This design comes from an exercise in tuning for small area and a short achievable clock period on the open sky130 flow, not from production work.
Where RTL was checked, it was by simulation tests only, not by an equivalence proof against the original.
No activity file was given, so power comes from the tool's default toggle rates.

## invaders_top
module invaders_top #(
    parameter int ALIEN_COLS = 6,
    parameter int ALIEN_ROWS = 3
) (
    input  wire logic        clk,
    input  wire logic        reset,
    input  wire logic        frame_tick,
    input  wire logic        fire,
    input  wire logic        left,
    input  wire logic        right,
    input  wire logic        wb_cyc,
    input  wire logic        wb_stb,
    input  wire logic        wb_we,
    input  wire logic [2:0]  wb_adr,
    input  wire logic [31:0] wb_dat_w,
    output logic [31:0]      wb_dat_r,
    output logic             wb_ack
);
Size: about 1,500 cells after synthesis, about 150 flip-flops, roughly 77 I/O pins.
clock: 6.0 ns
lec_check: 0
abc_area: 1
cap_margin: 20
core_margin: 2
core_utilization: 40
cts_buf_list: sky130_fd_sc_hd__clkbuf_4 sky130_fd_sc_hd__clkbuf_8
setup_slack_margin: 3.55
slew_margin: 20
standard.sh (not shown) runs the stock make flow with config.mk's settings and CLKGATE_MAP_FILE= SYNTH_SCRIPT=/design/flow/synth_recipe.tcl, a recipe that flattens the netlist after the stock synthesis.
==> flow/flow/run.sh <==
#!/bin/bash
# The standard layout (the standard.sh), with buf_4 cells as the port
# buffers instead of the delay cells buffer_ports picks by default.
set -euo pipefail
export BUFFER_PORTS_ARGS="-buffer_cell sky130_fd_sc_hd__buf_4"
bash standard.sh > standard.log 2>&1
The baseline produced a clean layout.
Then changed:
Settings changed: SETUP_SLACK_MARGIN 3.55 to 3.65.
Effect: The new run passed the timing, DRC and antenna checks; wire length came out higher by 3.0%; clock skew stays flat; hold slack stays flat; cell count came out higher by about 0.64%; via count barely changes; synthesized area stays the same.
Then changed:
Settings changed: SETUP_SLACK_MARGIN 3.65 to 3.45.
Outcome: Routed wire length came out lower by about 5%; design area came out lower by about 5%; setup slack degrades by 16 ps; sequential share of layout area came out higher by 1.4 points; non-clock buffer count came out lower by 22; clock-buffer cell count stays the same; combinational power came out lower by about 12%; synthesized cell count stays the same; die area does not change.
Then changed:
Settings changed: CTS_BUF_LIST sky130_fd_sc_hd__clkbuf_4 sky130_fd_sc_hd__clkbuf_8 to sky130_fd_sc_hd__clkbuf_8 sky130_fd_sc_hd__clkbuf_16, CTS_CLUSTER_DIAMETER set to 150, CTS_CLUSTER_SIZE set to 30, SETUP_SLACK_MARGIN 3.45 to 3.5.
Power goes up by 6.7%.
Routed wire length goes up by 0.56%.
Via count goes up by 0.62%.
Core utilization goes up by 0.87 points.
Setup slack hardly moves.
Synthesized cell count is unchanged.
Flip-flop and latch count stays the same.
Cell count hardly moves.
Worst hold slack degrades by 4.8 ps.
Then changed:
Settings changed: CORE_UTILIZATION 40 to 50, CTS_BUF_LIST sky130_fd_sc_hd__clkbuf_8 sky130_fd_sc_hd__clkbuf_16 to sky130_fd_sc_hd__clkbuf_4 sky130_fd_sc_hd__clkbuf_8, CTS_CLUSTER_DIAMETER 150 to unset, CTS_CLUSTER_SIZE 30 to unset.
What happened:
- The changed run finished clean
- synthesized area stays the same
- register-to-register slack is better by 20 ps
- critical path depth shrinks by 4
- utilization grows by 11 points
- clock-buffer cell count is unchanged
- combinational power grows by about 3%
- sequential power stays flat
- design area shrinks by about 1.2%
- worst setup slack is better by 18 ps
- cell count shrinks by about 3%
Then changed:
Settings changed: CORE_UTILIZATION 50 to 40, GPL_ROUTABILITY_DRIVEN set to 0.
After rerunning: Final area barely changes. Clock-buffer cell count is unchanged. Cell count went up by a few percent. Maximum frequency went up slightly. Total power went down slightly.

---

== lagoon ==
invaders_top again, from the RTL that the note above started with.
export LEC_CHECK = 0
export ABC_AREA = 1
export CAP_MARGIN = 20
export CORE_MARGIN = 2
export CORE_UTILIZATION = 40
export CTS_BUF_LIST = sky130_fd_sc_hd__clkbuf_4 sky130_fd_sc_hd__clkbuf_8
export SETUP_SLACK_MARGIN = 3.5
export SLEW_MARGIN = 20
export TNS_END_PERCENT = 50
create_clock -name core_clock -period 6.0 [get_ports {clk}]
Scripts as last shown in full above: flow/flow/run.sh
lagoon finished all stages; the layout is clean.
## Diff of input files: indigo against lagoon
- putting CTS_CLUSTER_SIZE at 30 where nothing was set
- putting CTS_CLUSTER_DIAMETER at 200 where nothing was set
- clearing TNS_END_PERCENT, which used to be 50
### Flow results
lagoon → indigo: pin slew with the least headroom to its limit saw a decrease, worst endpoint data arrival time down 90 ps. Going from lagoon to indigo, achievable clock frequency up 3.7%, register-to-register slack up 90 ps, number of global-route vias before repair up 100, post-CTS resize count up 14. indigo against lagoon: share of the core filled with cells increased 0.34 points, net total in the final layout increased 5, total number of vias increased 79, unique cell type count in the Yosys netlist essentially unchanged. indigo ended with more placement-stage worst setup slack than lagoon.
diff inputs: indigo => quartz
- CTS_CLUSTER_DIAMETER removed (was 200)
- SETUP_SLACK_MARGIN changed from 3.5 to 3.6
- CTS_CLUSTER_SIZE removed (was 30)
### Flow results
- Compared with indigo, in quartz worst setup slack down 8.3 ps; shortest period the worst path allows +8.3 ps; layout overhead on the synthesized area increased 2.7 points.

---

Another version of the RTL of invaders_top (not shown whole).
For scale: ~150 flip-flops, about 77 I/O pins, roughly 11000 um^2 of cells after synthesis.
==> flow/design.v (excerpt) <==
module invaders_top #(
    parameter int ALIEN_COLS = 6,
    parameter int ALIEN_ROWS = 3
) (
    input  wire logic        clk,
    input  wire logic        reset,
    input  wire logic        frame_tick,
    input  wire logic        fire,
    input  wire logic        left,
    input  wire logic        right,
    input  wire logic        wb_cyc,
    input  wire logic        wb_stb,
    input  wire logic        wb_we,
    input  wire logic [2:0]  wb_adr,
    input  wire logic [31:0] wb_dat_w,
    output logic [31:0]      wb_dat_r,
    output logic             wb_ack
);
    logic        run, restart;
    logic [17:0] dat;
    logic        game_over, game_win;
    logic [1:0]  lives;
    logic [2:0]  kq, hq;         
    logic [1:0]  kr, hr;         
    logic        dir_right;
    logic [2:0]  count;
    logic [8:0]  fx;             
    logic [6:0]  fy;             
    logic [17:0] alive;
    logic [9:0]  ship_x;
    logic [5:0]  explode;
    logic        ra;             
    logic [9:0]  drx;            
    logic [8:0]  dry;            
  ...
export LEC_CHECK = 0
export ABC_CLOCK_PERIOD_IN_PS = 2500
export CAP_MARGIN = 20
export CORE_MARGIN = 2
export CORE_UTILIZATION = 40
export SETUP_SLACK_MARGIN = 3
export SLEW_MARGIN = 20
create_clock -name core_clock -period 6.0 [get_ports {clk}]
run.sh (not shown) runs the stock make flow with config.mk's settings and CLKGATE_MAP_FILE= SYNTH_SCRIPT=/design/flow/synth_recipe.tcl, a recipe that flattens the netlist after the stock synthesis.
Stock flow here: none of the scripts above is used.
Next try:
ABC_CLOCK_PERIOD_IN_PS = not set   (was 2500)
After rerunning:
- The new run completed without violations
- final cell count stays the same
- register-to-register slack barely changes
- non-clock buffer count stays the same
- sequential power is about the same
- cell area does not change
- synthesized cell count is unchanged
- area after synthesis is unchanged
- count of clock-buffer cells in the layout is unchanged
No run of this note included a check of the RTL's function; only the layout flow was run.

---

Another version of the RTL of invaders_top (not shown whole).
For scale: about 1,200 cells after synthesis, roughly 150 flip-flops, about 11,000 um^2 of cells after synthesis.
==> flow/config.mk <==
export PLATFORM = sky130hd
export DESIGN_NAME = invaders_top
export DESIGN_NICKNAME = invaders_top
export VERILOG_FILES = /design/flow/design.v
export SDC_FILE = /design/flow/constraint.sdc
export NUM_CORES = 4
export LEC_CHECK = 0
export CAP_MARGIN = 20
export CORE_MARGIN = 2
export CORE_UTILIZATION = 40
export SETUP_SLACK_MARGIN = 4
export SLEW_MARGIN = 20
==> flow/constraint.sdc <==
create_clock -name core_clock -period 6.0 [get_ports {clk}]
set_input_delay 1.2000 -clock core_clock [delete_from_list [all_inputs] [get_ports {clk}]]
set_output_delay 1.2000 -clock core_clock [all_outputs]
set_load 0.01 [all_outputs]
The starting point passed the timing, DRC and antenna checks.
Then changed:
Settings changed: SETUP_SLACK_MARGIN 4 to 3.
Result:
- count of clock-buffer cells in the layout does not change
- critical path depth is unchanged
- global-route usage drops by 2.0 points
- first-iteration DRC count climbs by 6.6%
- total power drops by 11%
Function was not checked in any run of this note: the RTL went through the layout flow alone.

---

job 102:
Another version of the RTL of invaders_top (not shown whole).
For scale: ~1,500 cells after synthesis, ~150 flip-flops, about 77 I/O pins, ~0.011 mm² of cells after synthesis.
export LEC_CHECK = 0
export ABC_AREA = 1
export CAP_MARGIN = 20
export CORE_MARGIN = 2
export CORE_UTILIZATION = 40
export CTS_BUF_LIST = sky130_fd_sc_hd__clkbuf_4 sky130_fd_sc_hd__clkbuf_8
export SETUP_SLACK_MARGIN = 3.4
export SLEW_MARGIN = 20
create_clock -name core_clock -period 6.0 [get_ports {clk}]
standard.sh (not shown) runs the stock make flow with config.mk's settings and CLKGATE_MAP_FILE= SYNTH_SCRIPT=/design/flow/synth_recipe.tcl, a recipe that flattens the netlist after the stock synthesis.
Scripts as last shown in full above: flow/flow/run.sh
--- input diff job 102..job 105 ---
-- flow/config.mk --
<<< job 102, line 11
export CORE_UTILIZATION = 40
export CTS_BUF_LIST = sky130_fd_sc_hd__clkbuf_4 sky130_fd_sc_hd__clkbuf_8
export SETUP_SLACK_MARGIN = 3.4
export SLEW_MARGIN = 20
>>> job 105, line 11
export CORE_UTILIZATION = 40
export CTS_BUF_LIST = sky130_fd_sc_hd__clkbuf_4 sky130_fd_sc_hd__clkbuf_8
export SETUP_SLACK_MARGIN = 3.6
export SLEW_MARGIN = 20
==> comparison <==
- Job 105 vs job 102: wire length of the first global-routing pass up in job 105
- Per the comparison of job 105 with job 102, filler-free cell count of the finished design grew by about 1.3%, worst-case setup margin in the final layout increased by 0.16 ns relative to the old numbers, total power climbed 4.3%.
- Between job 105 and job 102, the power share of the sequential group is lower for job 105.
- Of the two candidates, job 102 has the better wire length and job 105 the worse one.
- Relative to job 102, the total number of vias measured on job 105 has increased slightly.
Function was not checked in any run of this note: the RTL went through the layout flow alone.

---

Setup of R:
invaders_top, a different RTL version from the one above (not shown whole).
Size in the first run: about 77 I/O pins, ~0.011 mm^2 of cells after synthesis.
clock: 6.0 ns
lec_check: 0
cap_margin: 20
core_margin: 2
core_utilization: 40
setup_slack_margin: 3
slew_margin: 20
run.sh (not shown) runs the stock make flow with config.mk's settings and CLKGATE_MAP_FILE= SYNTH_SCRIPT=/design/flow/synth_recipe.tcl, a recipe that flattens the netlist after the stock synthesis.
Stock flow here: none of the scripts above is used.
Input-level comparison between S and R:
- a change of SETUP_SLACK_MARGIN from 3 to 2
[summary]
Comparing R and S, the lower global routing usage summed across all routing layers is on S.
Of R and S, the run reporting the lower number of inserted filler cells in the final layout was R.
Delta(final cycle utilization of the critical path, S - R) > 0
S: global routing met1 resource utilization higher than R
Of R and S, the higher maximum frequency belongs to R.
In S, total number of cells along the worst setup path is lower than in R.
R → S: number of max-capacitance violations reported now sits at about the same level, first-pass iteration count of the detailed router now sits lower, register-to-register slack now sits lower.
Comparing R and S, the lower power per cell area was measured on R.
Between R and S, the post-route core utilization is higher for R.
No run of this note included a check of the RTL's function; only the layout flow was run.

---

Another version of the RTL of invaders_top (not shown whole).
Size: about 1,300 cells after synthesis, roughly 77 I/O pins, about 0.010 mm2 of cells after synthesis.
export LEC_CHECK = 0
export ABC_AREA = 1
export CAP_MARGIN = 20
export CORE_MARGIN = 2
export CORE_UTILIZATION = 40
export CTS_BUF_LIST = sky130_fd_sc_hd__clkbuf_4 sky130_fd_sc_hd__clkbuf_8
export SETUP_SLACK_MARGIN = 3.6
export SLEW_MARGIN = 20
create_clock -name core_clock -period 6.0 [get_ports {clk}]
standard.sh (not shown) runs the stock make flow with config.mk's settings and CLKGATE_MAP_FILE= SYNTH_SCRIPT=/design/flow/synth_recipe.tcl, a recipe that flattens the netlist after the stock synthesis.
Scripts as last shown in full above: flow/flow/run.sh
==> next run, changes <==
Settings changed: SETUP_SLACK_MARGIN 3.6 to 3.4.
The changed run passed the timing, DRC and antenna checks.
Cell area falls by a few percent.
Die area does not change.
Via count hardly moves.
Global-route usage went down by 0.38 points.
Worst setup slack degrades by 0.0060 ns.
No run of this note included a check of the RTL's function; only the layout flow was run.

---

## run A
invaders_top, a different RTL version from the one above (not shown whole).
Size in the first run: about 1100 cells after synthesis, about 150 flip-flops, roughly 77 I/O pins, ~11000 um^2 of cells after synthesis.
clock: 6.0 ns
lec_check: 0
cap_margin: 20
core_margin: 2
core_utilization: 40
setup_slack_margin: 2
slew_margin: 20
run.sh (not shown) runs the stock make flow with config.mk's settings and CLKGATE_MAP_FILE= SYNTH_SCRIPT=/design/flow/synth_recipe.tcl, a recipe that flattens the netlist after the stock synthesis.
Stock flow here: none of the scripts above is used.
The final layout from run A, which completed every stage, passed the timing, DRC and antenna checks at the end of the flow.
Inputs modified between run A and run B:
- SETUP_SLACK_MARGIN now 3, was 2
- ABC_AREA now 1, previously not set
Results
Placed cell area | run B above run A. Routed wire length deteriorates in run B relative to run A. Clock group total power essentially unchanged between run A and run B. Against run A, run B reports a power that is higher. On run B: time the final worst path needs with I/O delays and setup is 540 ps lower than what run A gave. The higher synthesized cell count came out of run B. Of run B and run A, it is run B that has the higher fmax. Run A -> run B: area after synthesis increased by a few percent. Comparing run B with run A, the sequential cell count came out essentially unchanged. Relative to run A, the average footprint of a synthesized cell measured on run B has decreased by more than 10%.
The inputs of run C differ from those of run B as listed below.
- clearing ABC_AREA, which used to be 1
- swapping 3 for 3.5 in SETUP_SLACK_MARGIN
- Run B -> run C: leftover overflow at the end of global routing delta 0, exact match
- From run B to run C the numbers moved as follows: total power now sits lower; via count went down 682.
- From run B to run C the numbers moved as follows: final worst setup slack shows a reduction of 68 ps; met3 routed wirelength grew by 54%; storage element area +0.44%.
- Run B → run C: worst hold margin barely changed, first-pass GRT wire length increased about 3.3%.
- Final instance area (run B / run C): 0.859
No functional check of the RTL was part of any run of this note.

---

Setup of job 2256:
Another version of the RTL of invaders_top (not shown whole).
Size in the first run: roughly 150 flip-flops, about 77 I/O pins.
Settings: LEC_CHECK=0, ABC_AREA=1, CAP_MARGIN=20, CORE_MARGIN=2, CORE_UTILIZATION=60, CTS_BUF_LIST=sky130_fd_sc_hd__clkbuf_4 sky130_fd_sc_hd__clkbuf_8, CTS_CLUSTER_SIZE=40, SETUP_SLACK_MARGIN=3.4, SLEW_MARGIN=20; clock period 6.0 ns.
standard.sh (not shown) runs the stock make flow with config.mk's settings and CLKGATE_MAP_FILE= SYNTH_SCRIPT=/design/flow/synth_recipe.tcl, a recipe that flattens the netlist after the stock synthesis.
Scripts as last shown in full above: flow/flow/run.sh
Job 2256 closes out successfully: all stages finished, all timing, DRC and antenna checks passed.
### job 2256 -> job 3449
# job 2256
export LEC_CHECK = 0
export ABC_AREA = 1
export CAP_MARGIN = 20
export CORE_MARGIN = 2
export CORE_UTILIZATION = 60
export CTS_BUF_LIST = sky130_fd_sc_hd__clkbuf_4 sky130_fd_sc_hd__clkbuf_8
export CTS_CLUSTER_SIZE = 40
export SETUP_SLACK_MARGIN = 3.4
export SLEW_MARGIN = 20
create_clock -name core_clock -period 6.0 [get_ports {clk}]
# job 3449
export LEC_CHECK = 0
export ABC_AREA = 1
export CAP_MARGIN = 20
export CORE_MARGIN = 2
export CORE_UTILIZATION = 40
export CTS_BUF_LIST = sky130_fd_sc_hd__clkbuf_4 sky130_fd_sc_hd__clkbuf_8
export SETUP_SLACK_MARGIN = 3.6
export SLEW_MARGIN = 20
create_clock -name core_clock -period 6.0 [get_ports {clk}]
- Job 3449 completed every stage of the flow, and the final layout passed the timing, DRC and antenna checks.
- Looking at total of clock buffers placed in the layout across job 3449 and job 2256, the one that comes out lower is job 2256.
- Against job 2256, job 3449 reports a design area that is higher.
- For the total routing usage reported by global routing, job 3449 came in 8.8 points lower than job 2256 did.
- Post-synthesis register bit count: job 2256 vs job 3449 identical
- Master of the slowest instance on the critical path: sky130_fd_sc_hd__nor2_1 -> job 2256, sky130_fd_sc_hd__dfstp_2 -> job 3449
- In job 3449, the share of the final layout cell area in sequential cells came out 1.8 points below the value in job 2256.
Input changes introduced in job 487 (baseline for comparison: job 3449):
# job 3449
export LEC_CHECK = 0
export ABC_AREA = 1
export CAP_MARGIN = 20
export CORE_MARGIN = 2
export CORE_UTILIZATION = 40
export CTS_BUF_LIST = sky130_fd_sc_hd__clkbuf_4 sky130_fd_sc_hd__clkbuf_8
export SETUP_SLACK_MARGIN = 3.6
export SLEW_MARGIN = 20
create_clock -name core_clock -period 6.0 [get_ports {clk}]
# job 487
export LEC_CHECK = 0
export ABC_AREA = 1
export CAP_MARGIN = 20
export CORE_MARGIN = 2
export CORE_UTILIZATION = 40
export CTS_BUF_LIST = sky130_fd_sc_hd__clkbuf_4 sky130_fd_sc_hd__clkbuf_8
export SETUP_SLACK_MARGIN = 3.4
export SLEW_MARGIN = 20
create_clock -name core_clock -period 6.0 [get_ports {clk}]
Notes after the runs:
The final reports for job 487 and job 3449 show cell area lower in the former. Clock network power in job 487 is 4.2% above job 3449. Relative to job 3449, period utilization increased by 1.9 points in job 487. From job 3449 to job 487 the numbers moved as follows: layout sequential cell count now sits at about the same level; switching power summed over all nets shrank by 3.6%. Job 487 vs. job 3449: footprint of the flip-flops and latches shows a reduction of 0.31%; layout-stage area growth over the synthesis result shows a reduction of 5.3 points. As far as maximum clock insertion buffer count goes, job 3449 and job 487 are indistinguishable; the numbers are identical. Maximum fanout count along the critical path came out exactly the same in job 3449 and job 487. Diff job 3449 -> job 487 | time the final worst path needs with I/O delays and setup | increase of 110 ps. Taking job 3449 as the reference point, the largest net degree at the start of global routing of job 487 rises by about 15%.
#### Input delta (job 6729 over job 487)
# job 487
export LEC_CHECK = 0
export ABC_AREA = 1
export CAP_MARGIN = 20
export CORE_MARGIN = 2
export CORE_UTILIZATION = 40
export CTS_BUF_LIST = sky130_fd_sc_hd__clkbuf_4 sky130_fd_sc_hd__clkbuf_8
export SETUP_SLACK_MARGIN = 3.4
export SLEW_MARGIN = 20
create_clock -name core_clock -period 6.0 [get_ports {clk}]
# job 6729
export LEC_CHECK = 0
export ABC_AREA = 1
export CAP_MARGIN = 20
export CORE_MARGIN = 2
export CORE_UTILIZATION = 40
export CTS_BUF_LIST = sky130_fd_sc_hd__clkbuf_4 sky130_fd_sc_hd__clkbuf_8
export SETUP_SLACK_MARGIN = 3
export SLEW_MARGIN = 20
create_clock -name core_clock -period 6.0 [get_ports {clk}]
==> flow/run.sh (new file) <==
#!/bin/bash
# synth_recipe.tcl (not shown) runs the flow's synth.tcl, then flattens the netlist and writes it again
# the make line also repeats each setting of config.mk as NAME=value (left out here)
make -C /OpenROAD-flow-scripts/flow DESIGN_CONFIG=/design/flow/config.mk WORK_HOME=/design/flow/orfs CLKGATE_MAP_FILE= SYNTH_SCRIPT=/design/flow/synth_recipe.tcl finish
removed: flow/flow/run.sh
removed: flow/standard.sh
Of the two values seen for cell with the largest stage delay on the worst path, sky130_fd_sc_hd__nor2_1 was produced by job 6729 and sky130_fd_sc_hd__dfstp_2 by job 487.
Job 487 → job 6729: shortest period the worst path allows has increased; switching power share of the total about even; number of global-route vias before repair decreased by 76 relative to the old numbers; endpoint required time on the critical path went up 140 ps.
Taking job 487 as the reference, in job 6729 register-to-register slack saw a decrease, cell area saw a decrease, worst-path maximum fanout saw an increase, clock power saw an increase, worst setup slack after layout saw a decrease.
NOTE: number of non-clock inverters in the layout in job 6729 falls short of that of job 487
Cmp job 487 and job 6729 / number of instances resized during post-cts repair / lower: job 6729
Setup changes, job 6729 to job 5080
# job 6729
export LEC_CHECK = 0
export ABC_AREA = 1
export CAP_MARGIN = 20
export CORE_MARGIN = 2
export CORE_UTILIZATION = 40
export CTS_BUF_LIST = sky130_fd_sc_hd__clkbuf_4 sky130_fd_sc_hd__clkbuf_8
export SETUP_SLACK_MARGIN = 3
export SLEW_MARGIN = 20
create_clock -name core_clock -period 6.0 [get_ports {clk}]
# job 5080
export LEC_CHECK = 0
export ABC_AREA = 1
export CAP_MARGIN = 20
export CORE_MARGIN = 2
export CORE_UTILIZATION = 40
export CTS_BUF_LIST = sky130_fd_sc_hd__clkbuf_4 sky130_fd_sc_hd__clkbuf_8
export SETUP_SLACK_MARGIN = 3.4
export SLEW_MARGIN = 20
export TNS_END_PERCENT = 5
create_clock -name core_clock -period 6.0 [get_ports {clk}]
==> flow/flow/run.sh (new file) <==
#!/bin/bash
# The standard layout (the standard.sh), with buf_4 cells as the port
# buffers instead of the delay cells buffer_ports picks by default.
set -euo pipefail
export BUFFER_PORTS_ARGS="-buffer_cell sky130_fd_sc_hd__buf_4"
bash standard.sh > standard.log 2>&1
==> flow/standard.sh (new file) <==
#!/bin/bash
# synth_recipe.tcl (not shown) runs the flow's synth.tcl, then flattens the netlist and writes it again
# the make line also repeats each setting of config.mk as NAME=value (left out here)
make -C /OpenROAD-flow-scripts/flow DESIGN_CONFIG=/design/flow/config.mk WORK_HOME=/design/flow/orfs CLKGATE_MAP_FILE= SYNTH_SCRIPT=/design/flow/synth_recipe.tcl "${@:-finish}"
removed: flow/run.sh
Findings:
- Between job 5080 and job 6729, the difference in aggregate global-route resource usage is negligible.
- Job 5080 vs. job 6729: via count went up by about 1.3%.
- Compared with job 6729, job 5080 shows a higher wire length.
- Combinational share of power: job 5080 and job 6729 compared, higher one is job 5080
## Diff of input files: job 5070 against job 5080
# job 5080
export LEC_CHECK = 0
export ABC_AREA = 1
export CAP_MARGIN = 20
export CORE_MARGIN = 2
export CORE_UTILIZATION = 40
export CTS_BUF_LIST = sky130_fd_sc_hd__clkbuf_4 sky130_fd_sc_hd__clkbuf_8
export SETUP_SLACK_MARGIN = 3.4
export SLEW_MARGIN = 20
export TNS_END_PERCENT = 5
create_clock -name core_clock -period 6.0 [get_ports {clk}]
# job 5070
export LEC_CHECK = 0
export ABC_AREA = 1
export CAP_MARGIN = 20
export CORE_MARGIN = 2
export CORE_UTILIZATION = 40
export CTS_BUF_LIST = sky130_fd_sc_hd__clkbuf_4 sky130_fd_sc_hd__clkbuf_8
export SETUP_SLACK_MARGIN = 3.8
export SLEW_MARGIN = 20
create_clock -name core_clock -period 6.0 [get_ports {clk}]
[summary]
Compared to job 5080, the router laid down more metal wire for job 5070. Comparing job 5080 and job 5070, the lower power density of the placed cells was measured on job 5070. Going from job 5080 to job 5070, clock group power grew slightly. Of job 5070 and job 5080, it is job 5070 that has the higher signed area change from the synthesized netlist to the final layout. Diff job 5080 -> job 5070: total of plain and repair buffers excluding clock buffers increased 104; highest net fanout along the worst path went down 7; placeable core region did not really move.

==> afterwards: timing with drivers on the ports <==
In the flow no input, the clock included, has a driving cell. The finished layouts below were timed again as built, in two steps.
Step 1 sets driving cells, clkbuf_16 on the clock port and buf_2 on the other inputs (assumed; they add their load-dependent delay and slew).
Step 2 times the ports against the registers' clock, not the clock port: input delays grow and output delays shrink by t, the midpoint of the rising clock arrivals with the driver on.
Three values: no drivers, after step 1, after step 2; two values: the first two.
| run | shift t [ns] | slack for setup (ns) | hold slack, ns | worst data-port slew with drivers (ns) | cell pins on the clock port's net |
|---|---|---|---|---|---|
| the first run of note 1 | 0.510 | 3.547 / 3.547 / 3.150 | 0.439 / 0.439 / 0.439 | 0.03 | 1 |
| the second run of note 1 | 0.514 | 3.581 / 3.581 / 3.310 | 0.436 / 0.436 / 0.436 | 0.05 | 1 |
| the third run of note 1 | 0.516 | 3.565 / 3.565 / 3.223 | 0.437 / 0.437 / 0.437 | 0.03 | 1 |
| the fourth run of note 1 | 0.489 | 3.568 / 3.568 / 3.216 | 0.432 / 0.432 / 0.432 | 0.03 | 1 |
| the fifth run of note 1 | 0.520 | 3.586 / 3.586 / 3.207 | 0.439 / 0.439 / 0.439 | 0.04 | 1 |
| the sixth run of note 1 | 0.514 | 3.607 / 3.607 / 3.180 | 0.442 / 0.442 / 0.442 | 0.03 | 1 |
| lagoon | 0.520 | 3.534 / 3.534 / 3.260 | 0.439 / 0.439 / 0.439 | 0.03 | 1 |
| indigo | 0.519 | 3.622 / 3.622 / 3.224 | 0.438 / 0.438 / 0.438 | 0.03 | 1 |
| quartz | 0.510 | 3.613 / 3.613 / 3.238 | 0.442 / 0.442 / 0.442 | 0.04 | 1 |
| the first run of note 3 | 0.470 | 2.639 / 2.639 / 2.611 | 0.430 / 0.430 / 0.430 | 0.04 | 1 |
| the second run of note 3 | 0.470 | 2.639 / 2.639 / 2.611 | 0.430 / 0.430 / 0.430 | 0.04 | 1 |
| the first run of note 4 | 0.485 | 1.910 / 1.910 / 1.910 | 0.435 / 0.435 / 0.435 | 0.04 | 1 |
| the second run of note 4 | 0.478 | 1.980 / 1.980 / 1.980 | 0.429 / 0.429 / 0.429 | 0.04 | 1 |
| job 102 | 0.506 | 3.475 / 3.484 / 2.990 | 0.440 / 0.440 / 0.440 | 0.04 | 1 |
| job 105 | 0.524 | 3.632 / 3.632 / 3.179 | 0.438 / 0.438 / 0.438 | 0.04 | 1 |
| R | 0.480 | 2.032 / 2.032 / 2.032 | 0.427 / 0.427 / 0.427 | 0.05 | 1 |
| S | 0.474 | 1.964 / 1.964 / 1.964 | 0.433 / 0.433 / 0.433 | 0.04 | 1 |
| the first run of note 7 | 0.508 | 3.203 / 3.203 / 2.980 | 0.439 / 0.439 / 0.439 | 0.07 | 1 |
| the second run of note 7 | 0.503 | 3.197 / 3.197 / 2.902 | 0.441 / 0.441 / 0.441 | 0.06 | 1 |
| run A | 0.477 | 2.360 / 2.360 / 2.038 | 0.430 / 0.430 / 0.430 | 0.04 | 1 |
| run B | 0.485 | 2.901 / 2.901 / 2.738 | 0.431 / 0.431 / 0.431 | 0.04 | 1 |
| run C | 0.471 | 2.833 / 2.833 / 2.833 | 0.434 / 0.434 / 0.434 | 0.06 | 1 |
| job 2256 | 0.520 | 3.482 / 3.495 / 2.980 | 0.441 / 0.441 / 0.441 | 0.04 | 1 |
| job 3449 | 0.521 | 3.604 / 3.579 / 3.058 | 0.438 / 0.438 / 0.438 | 0.12 | 1 |
| job 487 | 0.517 | 3.489 / 3.489 / 2.988 | 0.441 / 0.441 / 0.441 | 0.04 | 1 |
| job 6729 | 0.523 | 3.014 / 3.021 / 2.498 | 0.443 / 0.443 / 0.443 | 0.04 | 1 |
| job 5080 | 0.520 | 3.357 / 3.370 / 2.851 | 0.440 / 0.440 / 0.440 | 0.04 | 1 |
| job 5070 | 0.516 | 3.615 / 3.519 / 3.003 | 0.440 / 0.440 / 0.440 | 0.17 | 1 |
After both steps every run listed still meets setup and hold. The setup slack of job 5070, which loses most, moves by -0.096 ns with the drivers and by -0.612 ns with both steps.
